Background: an optimization exercise with open tools, aiming at small area, a short achievable clock period and few clock cycles. Do not read the settings as production practice.
Function was checked by simulation only, so behaviour that the tests miss may differ from the original.
Power figures rest on the tool's default switching activity, not on a simulated workload.

==> inputs of trial 85 <==
// ordered_ring_list_engine
module ordered_ring_list_engine (
    input  wire logic        i_clk,
    input  wire logic        i_rst_n,
    input  wire logic        i_in_valid,
    output logic             o_in_ready,
    input  wire logic [2:0]  i_in_kind,
    input  wire logic [31:0] i_in_value,
    input  wire logic [4:0]  i_in_index,
    output logic             o_out_valid,
    input  wire logic        i_out_ready,
    output logic [31:0]      o_out_element,
    output logic [1:0]       o_out_status,
    output logic [4:0]       o_out_count,
    output logic             o_out_last
);
    orle_core u_core (
        .i_clk        (i_clk),
        .i_rst_n      (i_rst_n),
        .i_in_valid   (i_in_valid),
        .o_in_ready   (o_in_ready),
        .i_in_kind    (i_in_kind),
        .i_in_value   (i_in_value),
        .i_in_index   (i_in_index),
        .o_out_valid  (o_out_valid),
        .i_out_ready  (i_out_ready),
        .o_out_element(o_out_element),
        .o_out_status (o_out_status),
        .o_out_count  (o_out_count),
        .o_out_last   (o_out_last)
    );
endmodule
make LEC_CHECK=0 CAP_MARGIN=20 CORE_MARGIN=2 CORE_UTILIZATION=40 SETUP_SLACK_MARGIN=2.0 SLEW_MARGIN=20 finish   # period 5.5 ns
run.sh (not shown) runs the stock make flow with config.mk's settings and CLKGATE_MAP_FILE= SYNTH_SCRIPT=/design/flow/synth_recipe.tcl, a recipe that flattens the netlist after the stock synthesis.
==> trial 59: changes against trial 85 <==
--- a/flow/design.v
+++ b/flow/design.v
@@ -888,104 +888,117 @@
     function automatic logic [15:0] f_dec16(input logic [3:0] x);
         f_dec16 = 16'd0;
         for (int k = 0; k < 16; k++) begin
             if (x == 4'(k)) f_dec16 = 16'(1 << k);
         end
     endfunction
-    function automatic logic [3:0] f_first(input logic [15:0] v);   
-        f_first = 4'd0;
-        for (int s = 15; s >= 0; s--) begin
-            if (v[s]) f_first = 4'(s);
-        end
+    function automatic logic [15:0] f_low(input logic [15:0] v);   
+        logic [15:0] p;
+        p = v;
+        for (int s = 1; s < 16; s++) p[s] = p[s] | p[s-1];
+        f_low = v & ~{p[14:0], 1'b0};
+    endfunction
+    function automatic logic [15:0] f_rotl(input logic [15:0] v);   
+        f_rotl = {v[14:0], v[15]};
+    endfunction
+    function automatic logic [15:0] f_rotr(input logic [15:0] v);   
+        f_rotr = {v[0], v[15:1]};
     endfunction
     logic        r_qv;
     logic        r_kapp, r_kget, r_kdel, r_krot, r_kra, r_kclr;
     logic [31:0] r_qval;
-    logic [3:0]  r_gslot;
+    logic [3:0]  r_gslot;    
     logic [31:0] r_mem [16];
     logic [3:0]  r_head;
+    logic [15:0] r_hoh;      
     logic [4:0]  r_cnt;
     logic [15:0] r_valid;
     logic [15:0] r_half;
     logic [1:0]  r_st;
-    logic [3:0]  r_ptr;      
+    logic [15:0] r_poh;      
     logic [3:0]  r_rem;      
-    logic [3:0]  r_mw;       
-    logic [3:0]  r_mend;     
+    logic [15:0] r_mendoh;   
     logic        r_mdn;      
     logic        r_ov;
     logic [31:0] r_oelem;
     logic [1:0]  r_ost;
     logic [4:0]  r_ocnt;
     logic        r_olast;
     logic        w_free, w_exec, w_empty, w_full, w_take;
-    logic [3:0]  w_raddr, w_head1, w_tail;
+    logic [3:0]  w_head1;
+    logic [15:0] w_rsel;
     logic [31:0] w_rd, w_wdata;
     logic [15:0] w_we;
     assign w_free  = !r_ov || i_out_ready;
     assign w_exec  = r_qv && (r_st == S_RUN) && w_free;
     assign w_empty = (r_cnt == 5'd0);
     assign w_full  = r_cnt[4];
     assign w_head1 = f_inc4(r_head);
     assign o_in_ready = !r_qv || w_exec;
     assign w_take     = o_in_ready && i_in_valid;
-    orle_add4 u_tail (.i_a(r_head), .i_b(f_dec4(r_cnt[3:0])), .o_sum(w_tail));
     logic [15:0] w_head_oh, w_vend_oh, w_tail_oh, w_hend_oh, w_hlast_oh, w_ge_head;
     always_comb begin
-        w_head_oh = f_dec16(r_head);
+        w_head_oh = r_hoh;
         w_ge_head = f_ge(r_head);
         for (int s = 0; s < 16; s++) begin
             w_vend_oh[s]  = w_empty ? w_head_oh[s] : (r_valid[(s+15)%16] && !r_valid[s]);
             w_hend_oh[s]  = w_empty ? w_head_oh[s] : (r_half[(s+15)%16] && !r_half[s]);
             w_tail_oh[s]  = w_full ? w_head_oh[(s+1)%16] : (r_valid[s] && !r_valid[(s+1)%16]);
             w_hlast_oh[s] = r_half[s] && !r_half[(s+1)%16];
         end
     end
     logic [15:0] r_match;
     logic [15:0] w_eq_in, w_mbase, w_match, w_mhi;
     logic        w_eqq, w_wmatch;
     logic        w_found, w_headside, w_nomove;
-    logic [3:0]  w_fs;
+    logic [15:0] w_first;
     always_comb begin
         for (int s = 0; s < 16; s++) begin
             w_eq_in[s] = (r_mem[s] == i_in_value);
         end
         w_eqq    = (r_qval == i_in_value);
         w_mbase  = w_take ? w_eq_in : r_match;
-        w_wmatch = (r_st == S_RUN && r_kapp) ? w_eqq : w_mbase[w_raddr];
+        w_wmatch = (r_st == S_RUN && r_kapp) ? w_eqq : |(w_mbase & w_rsel);
     end
     always_ff @(posedge i_clk) begin
         for (int s = 0; s < 16; s++) begin
             r_match[s] <= w_we[s] ? w_wmatch : w_mbase[s];
         end
     end
     always_comb begin
         w_match    = r_match & r_valid;
         w_mhi      = w_match & w_ge_head;
         w_found    = |w_match;
         w_headside = |(w_match & r_half);
         w_nomove   = w_headside ? |(w_match & w_head_oh) : !(|(w_match & ~w_tail_oh));
-        w_fs       = (|w_mhi) ? f_first(w_mhi) : f_first(w_match);
+        w_first    = (|w_mhi) ? f_low(w_mhi) : f_low(w_match);
     end
     logic [4:0]  w_cnt_a;
     logic [3:0]  w_pos_a, w_pos_b, w_hsel, w_gs_a, w_gs_b;
     logic        w_delhit, w_headinc;
     assign w_cnt_a   = (r_qv && r_kapp && !w_full) ? f_inc5(r_cnt) : r_cnt;
     assign w_delhit  = r_qv && r_kdel && w_found;
     assign w_headinc = r_qv && ((r_krot && !w_empty) || (r_kdel && w_headside));
     assign w_hsel    = w_headinc ? w_head1 : r_head;
     orle_alu  u_pos_a (.i_idx(i_in_index), .i_len(w_cnt_a),       .o_pos(w_pos_a));
     orle_alu  u_pos_b (.i_idx(i_in_index), .i_len(f_dec5(r_cnt)), .o_pos(w_pos_b));
     orle_add4 u_gs_a  (.i_a(w_hsel), .i_b(w_pos_a), .o_sum(w_gs_a));
     orle_add4 u_gs_b  (.i_a(w_hsel), .i_b(w_pos_b), .o_sum(w_gs_b));
-    assign w_raddr = (r_st != S_RUN) ? r_ptr : (r_kget ? r_gslot : r_head);
-    assign w_rd    = r_mem[w_raddr];
+    always_comb begin
+        w_rsel = (r_st != S_RUN) ? r_poh : (r_kget ? f_dec16(r_gslot) : r_hoh);
+        w_rd = 32'd0;
+        for (int s = 0; s < 16; s++) begin
+            w_rd = w_rd | (r_mem[s] & {32{w_rsel[s]}});
+        end
+    end
+    logic [15:0] w_mw_oh;
+    assign w_mw_oh = r_mdn ? f_rotl(r_poh) : f_rotr(r_poh);
     always_comb begin
         w_wdata = (r_st == S_RUN && r_kapp) ? r_qval : w_rd;
         for (int s = 0; s < 16; s++) begin
-            w_we[s] = (r_st == S_MOVE) ? (r_mw == 4'(s))
+            w_we[s] = (r_st == S_MOVE) ? w_mw_oh[s]
                                        : (r_qv && r_st == S_RUN && (r_kapp || (r_krot && !w_empty))
                                           && !w_full && w_vend_oh[s]);
         end
     end
     always_ff @(posedge i_clk) begin
         for (int s = 0; s < 16; s++) begin
@@ -1020,27 +1033,27 @@
         stat = orle_pkg::ST_OK;
         cn   = r_cnt;
         la   = 1'b1;
         if (!i_rst_n) begin
             r_st    <= S_RUN;
             r_head  <= 4'd0;
+            r_hoh   <= 16'd1;
             r_cnt   <= 5'd0;
             r_valid <= 16'd0;
             r_half  <= 16'd0;
             r_ov    <= 1'b0;
         end else begin
             if (r_st == S_MOVE) begin
-                r_mw  <= r_ptr;
-                r_ptr <= r_mdn ? f_dec4(r_ptr) : f_inc4(r_ptr);
-                if (r_ptr == r_mend) r_st <= S_RUN;
+                r_poh <= r_mdn ? f_rotr(r_poh) : f_rotl(r_poh);
+                if (|(r_poh & r_mendoh)) r_st <= S_RUN;
             end else if (r_st == S_RA) begin
                 if (w_free) begin
                     ld = 1'b1;
                     el = w_rd;
                     la = (r_rem == 4'd0);
-                    r_ptr <= f_inc4(r_ptr);
+                    r_poh <= f_rotl(r_poh);
                     r_rem <= f_dec4(r_rem);
                     if (la) r_st <= S_RUN;
                 end
             end else if (w_exec) begin
                 ld = 1'b1;
                 if (r_kapp) begin
@@ -1060,45 +1073,46 @@
                         stat = orle_pkg::ST_EMPTY;
                     end else if (!w_found) begin
                         stat = orle_pkg::ST_NOTFOUND;
                     end else begin
                         cn    = f_dec5(r_cnt);
                         r_cnt <= cn;
-                        r_mw  <= w_fs;
                         if (!w_nomove) r_st <= S_MOVE;
                         if (w_headside) begin
                             r_head  <= w_head1;
-                            r_ptr   <= f_dec4(w_fs);
-                            r_mend  <= r_head;
+                            r_hoh   <= f_rotl(r_hoh);
+                            r_poh   <= f_rotr(w_first);
+                            r_mendoh <= r_hoh;
                             r_mdn   <= 1'b1;
                             r_valid <= r_valid & ~w_head_oh;
                             if (r_cnt[0]) r_half <= r_half & ~w_head_oh;
                             else          r_half <= (r_half & ~w_head_oh) | w_hend_oh;
                         end else begin
-                            r_ptr   <= f_inc4(w_fs);
-                            r_mend  <= w_tail;
+                            r_poh   <= f_rotl(w_first);
+                            r_mendoh <= w_tail_oh;
                             r_mdn   <= 1'b0;
                             r_valid <= r_valid & ~w_tail_oh;
                             if (r_cnt[0]) r_half <= r_half & ~w_hlast_oh;
                         end
                     end
                 end else if (r_krot) begin
                     if (w_empty) begin
                         stat = orle_pkg::ST_EMPTY;
                     end else begin
                         r_head  <= w_head1;
+                        r_hoh   <= f_rotl(r_hoh);
                         r_valid <= {r_valid[14:0], r_valid[15]};
                         r_half  <= {r_half[14:0], r_half[15]};
                     end
                 end else if (r_kra) begin
                     if (w_empty) begin
                         stat = orle_pkg::ST_EMPTY;
                     end else begin
                         el = w_rd;
                         la = (r_cnt == 5'd1);
-                        r_ptr <= w_head1;
+                        r_poh <= f_rotl(r_hoh);
                         r_rem <= f_dec4(f_dec4(r_cnt[3:0]));
                         if (!la) r_st <= S_RA;
                     end
                 end else if (r_kclr) begin
                     cn      = 5'd0;
                     r_cnt   <= 5'd0;
==> flow/flow/run.sh (new file) <==
#!/bin/bash
# Layout: the standard flow (standard.sh, all ORFS steps to finish), with the
# ports buffered by sky130_fd_sc_hd__buf_4 instead of the cell buffer_ports picks
# by default. The make output goes to standard_sh.log; ORFS keeps each step's
# own log under orfs/logs.
set -euo pipefail
bash standard.sh "BUFFER_PORTS_ARGS=-buffer_cell sky130_fd_sc_hd__buf_4" finish > standard_sh.log 2>&1
==> flow/standard.sh (new file) <==
#!/bin/bash
# synth_recipe.tcl (not shown) runs the flow's synth.tcl, then flattens the netlist and writes it again
# the make line also repeats each setting of config.mk as NAME=value (left out here)
make -C /OpenROAD-flow-scripts/flow DESIGN_CONFIG=/design/flow/config.mk WORK_HOME=/design/flow/orfs CLKGATE_MAP_FILE= SYNTH_SCRIPT=/design/flow/synth_recipe.tcl "${@:-finish}"
- CORE_UTILIZATION: 40 -> 55
- CTS_BUF_LIST: unset -> sky130_fd_sc_hd__clkbuf_4 sky130_fd_sc_hd__clkbuf_8
removed: flow/run.sh
==> trial 52: changes against trial 85 <==
--- a/flow/design.v
+++ b/flow/design.v
@@ -888,104 +888,117 @@
     function automatic logic [15:0] f_dec16(input logic [3:0] x);
         f_dec16 = 16'd0;
         for (int k = 0; k < 16; k++) begin
             if (x == 4'(k)) f_dec16 = 16'(1 << k);
         end
     endfunction
-    function automatic logic [3:0] f_first(input logic [15:0] v);   
-        f_first = 4'd0;
-        for (int s = 15; s >= 0; s--) begin
-            if (v[s]) f_first = 4'(s);
-        end
+    function automatic logic [15:0] f_low(input logic [15:0] v);   
+        logic [15:0] p;
+        p = v;
+        for (int s = 1; s < 16; s++) p[s] = p[s] | p[s-1];
+        f_low = v & ~{p[14:0], 1'b0};
+    endfunction
+    function automatic logic [15:0] f_rotl(input logic [15:0] v);   
+        f_rotl = {v[14:0], v[15]};
+    endfunction
+    function automatic logic [15:0] f_rotr(input logic [15:0] v);   
+        f_rotr = {v[0], v[15:1]};
     endfunction
     logic        r_qv;
     logic        r_kapp, r_kget, r_kdel, r_krot, r_kra, r_kclr;
     logic [31:0] r_qval;
-    logic [3:0]  r_gslot;
+    logic [3:0]  r_gslot;    
     logic [31:0] r_mem [16];
     logic [3:0]  r_head;
+    logic [15:0] r_hoh;      
     logic [4:0]  r_cnt;
     logic [15:0] r_valid;
     logic [15:0] r_half;
     logic [1:0]  r_st;
-    logic [3:0]  r_ptr;      
+    logic [15:0] r_poh;      
     logic [3:0]  r_rem;      
-    logic [3:0]  r_mw;       
-    logic [3:0]  r_mend;     
+    logic [15:0] r_mendoh;   
     logic        r_mdn;      
     logic        r_ov;
     logic [31:0] r_oelem;
     logic [1:0]  r_ost;
     logic [4:0]  r_ocnt;
     logic        r_olast;
     logic        w_free, w_exec, w_empty, w_full, w_take;
-    logic [3:0]  w_raddr, w_head1, w_tail;
+    logic [3:0]  w_head1;
+    logic [15:0] w_rsel;
     logic [31:0] w_rd, w_wdata;
     logic [15:0] w_we;
     assign w_free  = !r_ov || i_out_ready;
     assign w_exec  = r_qv && (r_st == S_RUN) && w_free;
     assign w_empty = (r_cnt == 5'd0);
     assign w_full  = r_cnt[4];
     assign w_head1 = f_inc4(r_head);
     assign o_in_ready = !r_qv || w_exec;
     assign w_take     = o_in_ready && i_in_valid;
-    orle_add4 u_tail (.i_a(r_head), .i_b(f_dec4(r_cnt[3:0])), .o_sum(w_tail));
     logic [15:0] w_head_oh, w_vend_oh, w_tail_oh, w_hend_oh, w_hlast_oh, w_ge_head;
     always_comb begin
-        w_head_oh = f_dec16(r_head);
+        w_head_oh = r_hoh;
         w_ge_head = f_ge(r_head);
         for (int s = 0; s < 16; s++) begin
             w_vend_oh[s]  = w_empty ? w_head_oh[s] : (r_valid[(s+15)%16] && !r_valid[s]);
             w_hend_oh[s]  = w_empty ? w_head_oh[s] : (r_half[(s+15)%16] && !r_half[s]);
             w_tail_oh[s]  = w_full ? w_head_oh[(s+1)%16] : (r_valid[s] && !r_valid[(s+1)%16]);
             w_hlast_oh[s] = r_half[s] && !r_half[(s+1)%16];
         end
     end
     logic [15:0] r_match;
     logic [15:0] w_eq_in, w_mbase, w_match, w_mhi;
     logic        w_eqq, w_wmatch;
     logic        w_found, w_headside, w_nomove;
-    logic [3:0]  w_fs;
+    logic [15:0] w_first;
     always_comb begin
         for (int s = 0; s < 16; s++) begin
             w_eq_in[s] = (r_mem[s] == i_in_value);
         end
         w_eqq    = (r_qval == i_in_value);
         w_mbase  = w_take ? w_eq_in : r_match;
-        w_wmatch = (r_st == S_RUN && r_kapp) ? w_eqq : w_mbase[w_raddr];
+        w_wmatch = (r_st == S_RUN && r_kapp) ? w_eqq : |(w_mbase & w_rsel);
     end
     always_ff @(posedge i_clk) begin
         for (int s = 0; s < 16; s++) begin
             r_match[s] <= w_we[s] ? w_wmatch : w_mbase[s];
         end
     end
     always_comb begin
         w_match    = r_match & r_valid;
         w_mhi      = w_match & w_ge_head;
         w_found    = |w_match;
         w_headside = |(w_match & r_half);
         w_nomove   = w_headside ? |(w_match & w_head_oh) : !(|(w_match & ~w_tail_oh));
-        w_fs       = (|w_mhi) ? f_first(w_mhi) : f_first(w_match);
+        w_first    = (|w_mhi) ? f_low(w_mhi) : f_low(w_match);
     end
     logic [4:0]  w_cnt_a;
     logic [3:0]  w_pos_a, w_pos_b, w_hsel, w_gs_a, w_gs_b;
     logic        w_delhit, w_headinc;
     assign w_cnt_a   = (r_qv && r_kapp && !w_full) ? f_inc5(r_cnt) : r_cnt;
     assign w_delhit  = r_qv && r_kdel && w_found;
     assign w_headinc = r_qv && ((r_krot && !w_empty) || (r_kdel && w_headside));
     assign w_hsel    = w_headinc ? w_head1 : r_head;
     orle_alu  u_pos_a (.i_idx(i_in_index), .i_len(w_cnt_a),       .o_pos(w_pos_a));
     orle_alu  u_pos_b (.i_idx(i_in_index), .i_len(f_dec5(r_cnt)), .o_pos(w_pos_b));
     orle_add4 u_gs_a  (.i_a(w_hsel), .i_b(w_pos_a), .o_sum(w_gs_a));
     orle_add4 u_gs_b  (.i_a(w_hsel), .i_b(w_pos_b), .o_sum(w_gs_b));
-    assign w_raddr = (r_st != S_RUN) ? r_ptr : (r_kget ? r_gslot : r_head);
-    assign w_rd    = r_mem[w_raddr];
+    always_comb begin
+        w_rsel = (r_st != S_RUN) ? r_poh : (r_kget ? f_dec16(r_gslot) : r_hoh);
+        w_rd = 32'd0;
+        for (int s = 0; s < 16; s++) begin
+            w_rd = w_rd | (r_mem[s] & {32{w_rsel[s]}});
+        end
+    end
+    logic [15:0] w_mw_oh;
+    assign w_mw_oh = r_mdn ? f_rotl(r_poh) : f_rotr(r_poh);
     always_comb begin
         w_wdata = (r_st == S_RUN && r_kapp) ? r_qval : w_rd;
         for (int s = 0; s < 16; s++) begin
-            w_we[s] = (r_st == S_MOVE) ? (r_mw == 4'(s))
+            w_we[s] = (r_st == S_MOVE) ? w_mw_oh[s]
                                        : (r_qv && r_st == S_RUN && (r_kapp || (r_krot && !w_empty))
                                           && !w_full && w_vend_oh[s]);
         end
     end
     always_ff @(posedge i_clk) begin
         for (int s = 0; s < 16; s++) begin
@@ -1020,27 +1033,27 @@
         stat = orle_pkg::ST_OK;
         cn   = r_cnt;
         la   = 1'b1;
         if (!i_rst_n) begin
             r_st    <= S_RUN;
             r_head  <= 4'd0;
+            r_hoh   <= 16'd1;
             r_cnt   <= 5'd0;
             r_valid <= 16'd0;
             r_half  <= 16'd0;
             r_ov    <= 1'b0;
         end else begin
             if (r_st == S_MOVE) begin
-                r_mw  <= r_ptr;
-                r_ptr <= r_mdn ? f_dec4(r_ptr) : f_inc4(r_ptr);
-                if (r_ptr == r_mend) r_st <= S_RUN;
+                r_poh <= r_mdn ? f_rotr(r_poh) : f_rotl(r_poh);
+                if (|(r_poh & r_mendoh)) r_st <= S_RUN;
             end else if (r_st == S_RA) begin
                 if (w_free) begin
                     ld = 1'b1;
                     el = w_rd;
                     la = (r_rem == 4'd0);
-                    r_ptr <= f_inc4(r_ptr);
+                    r_poh <= f_rotl(r_poh);
                     r_rem <= f_dec4(r_rem);
                     if (la) r_st <= S_RUN;
                 end
             end else if (w_exec) begin
                 ld = 1'b1;
                 if (r_kapp) begin
@@ -1060,45 +1073,46 @@
                         stat = orle_pkg::ST_EMPTY;
                     end else if (!w_found) begin
                         stat = orle_pkg::ST_NOTFOUND;
                     end else begin
                         cn    = f_dec5(r_cnt);
                         r_cnt <= cn;
-                        r_mw  <= w_fs;
                         if (!w_nomove) r_st <= S_MOVE;
                         if (w_headside) begin
                             r_head  <= w_head1;
-                            r_ptr   <= f_dec4(w_fs);
-                            r_mend  <= r_head;
+                            r_hoh   <= f_rotl(r_hoh);
+                            r_poh   <= f_rotr(w_first);
+                            r_mendoh <= r_hoh;
                             r_mdn   <= 1'b1;
                             r_valid <= r_valid & ~w_head_oh;
                             if (r_cnt[0]) r_half <= r_half & ~w_head_oh;
                             else          r_half <= (r_half & ~w_head_oh) | w_hend_oh;
                         end else begin
-                            r_ptr   <= f_inc4(w_fs);
-                            r_mend  <= w_tail;
+                            r_poh   <= f_rotl(w_first);
+                            r_mendoh <= w_tail_oh;
                             r_mdn   <= 1'b0;
                             r_valid <= r_valid & ~w_tail_oh;
                             if (r_cnt[0]) r_half <= r_half & ~w_hlast_oh;
                         end
                     end
                 end else if (r_krot) begin
                     if (w_empty) begin
                         stat = orle_pkg::ST_EMPTY;
                     end else begin
                         r_head  <= w_head1;
+                        r_hoh   <= f_rotl(r_hoh);
                         r_valid <= {r_valid[14:0], r_valid[15]};
                         r_half  <= {r_half[14:0], r_half[15]};
                     end
                 end else if (r_kra) begin
                     if (w_empty) begin
                         stat = orle_pkg::ST_EMPTY;
                     end else begin
                         el = w_rd;
                         la = (r_cnt == 5'd1);
-                        r_ptr <= w_head1;
+                        r_poh <= f_rotl(r_hoh);
                         r_rem <= f_dec4(f_dec4(r_cnt[3:0]));
                         if (!la) r_st <= S_RA;
                     end
                 end else if (r_kclr) begin
                     cn      = 5'd0;
                     r_cnt   <= 5'd0;
==> flow/flow/run.sh (new file) <==
#!/bin/bash
# Layout: the standard flow (standard.sh, all ORFS steps to finish), with the
# ports buffered by sky130_fd_sc_hd__buf_4 instead of the cell buffer_ports picks
# by default. The make output goes to standard_sh.log; ORFS keeps each step's
# own log under orfs/logs.
set -euo pipefail
bash standard.sh "BUFFER_PORTS_ARGS=-buffer_cell sky130_fd_sc_hd__buf_4" finish > standard_sh.log 2>&1
==> flow/standard.sh (new file) <==
#!/bin/bash
# synth_recipe.tcl (not shown) runs the flow's synth.tcl, then flattens the netlist and writes it again
# the make line also repeats each setting of config.mk as NAME=value (left out here)
make -C /OpenROAD-flow-scripts/flow DESIGN_CONFIG=/design/flow/config.mk WORK_HOME=/design/flow/orfs CLKGATE_MAP_FILE= SYNTH_SCRIPT=/design/flow/synth_recipe.tcl "${@:-finish}"
- CORE_UTILIZATION: 40 -> 55
- CTS_BUF_LIST: unset -> sky130_fd_sc_hd__clkbuf_4 sky130_fd_sc_hd__clkbuf_8
- CTS_CLUSTER_DIAMETER: unset -> 50
- CTS_CLUSTER_SIZE: unset -> 16
removed: flow/run.sh
==> run summary <==
In trial 52 the register-to-register slack is higher than in trial 85, by 0.12 ns. Of trial 59 and trial 85, trial 85 has the higher clock power (gap 7.5%, measured against trial 85). Between trial 52 and trial 59, the lower cell count is in trial 52 (gap 1.3%, measured against trial 59). Sequential cell count: trial 85 is lower than trial 59 (36). Via count, highest first: trial 59, trial 52, trial 85. In area after synthesis, trial 52 and trial 59 do not differ. Clock skew: trial 59 is higher than trial 52 (0.032 ns). Power: trial 52 < trial 85 < trial 59. Against trial 85, the sequential power of trial 59 is higher by about 8%. In trial 59 the critical path depth is higher than in trial 85, by 2.
Testbench counts of trial 85, summed over its fixed seeds: cycles 23,237.
Testbench counts of trial 59, summed over its fixed seeds: cycles 23,237.
Testbench counts of trial 52, summed over its fixed seeds: cycles 23,237.

[afterwards: timing with drivers on the ports]
In the flow no input, the clock included, has a driving cell. The finished layouts below were timed again as built, in two steps. Step 1 (the two cells are an assumption about what drives the block):
set clk [get_ports {i_clk}]
set_driving_cell -lib_cell sky130_fd_sc_hd__clkbuf_16 $clk
set_driving_cell -lib_cell sky130_fd_sc_hd__buf_2 [delete_from_list [all_inputs] $clk]
Step 2 adds t to the input delays and takes it off the output delays; t is the mean of the earliest and latest rising clock arrival at the registers after step 1. Input paths then give back, and output paths get back, about the clock's delay inside the block. Slacks: no drivers / after step 1 / after step 2; pairs: no drivers / after step 1.
run | t (ns) | setup slack, ns | hold slack, ns
trial 85 | 0.725 | 1.480 / 1.480 / 0.877 | 0.562 / 0.562 / 0.562
trial 59 | 0.869 | 1.658 / 1.609 / 0.739 | 0.553 / 0.546 / 0.553
trial 52 | 0.796 | 1.600 / 1.600 / 0.833 | 0.564 / 0.564 / 0.564
After both steps setup and hold are still met in every run listed. For trial 59, which loses most, drivers alone change the setup slack by -0.049 ns; drivers and shift together by -0.919 ns.
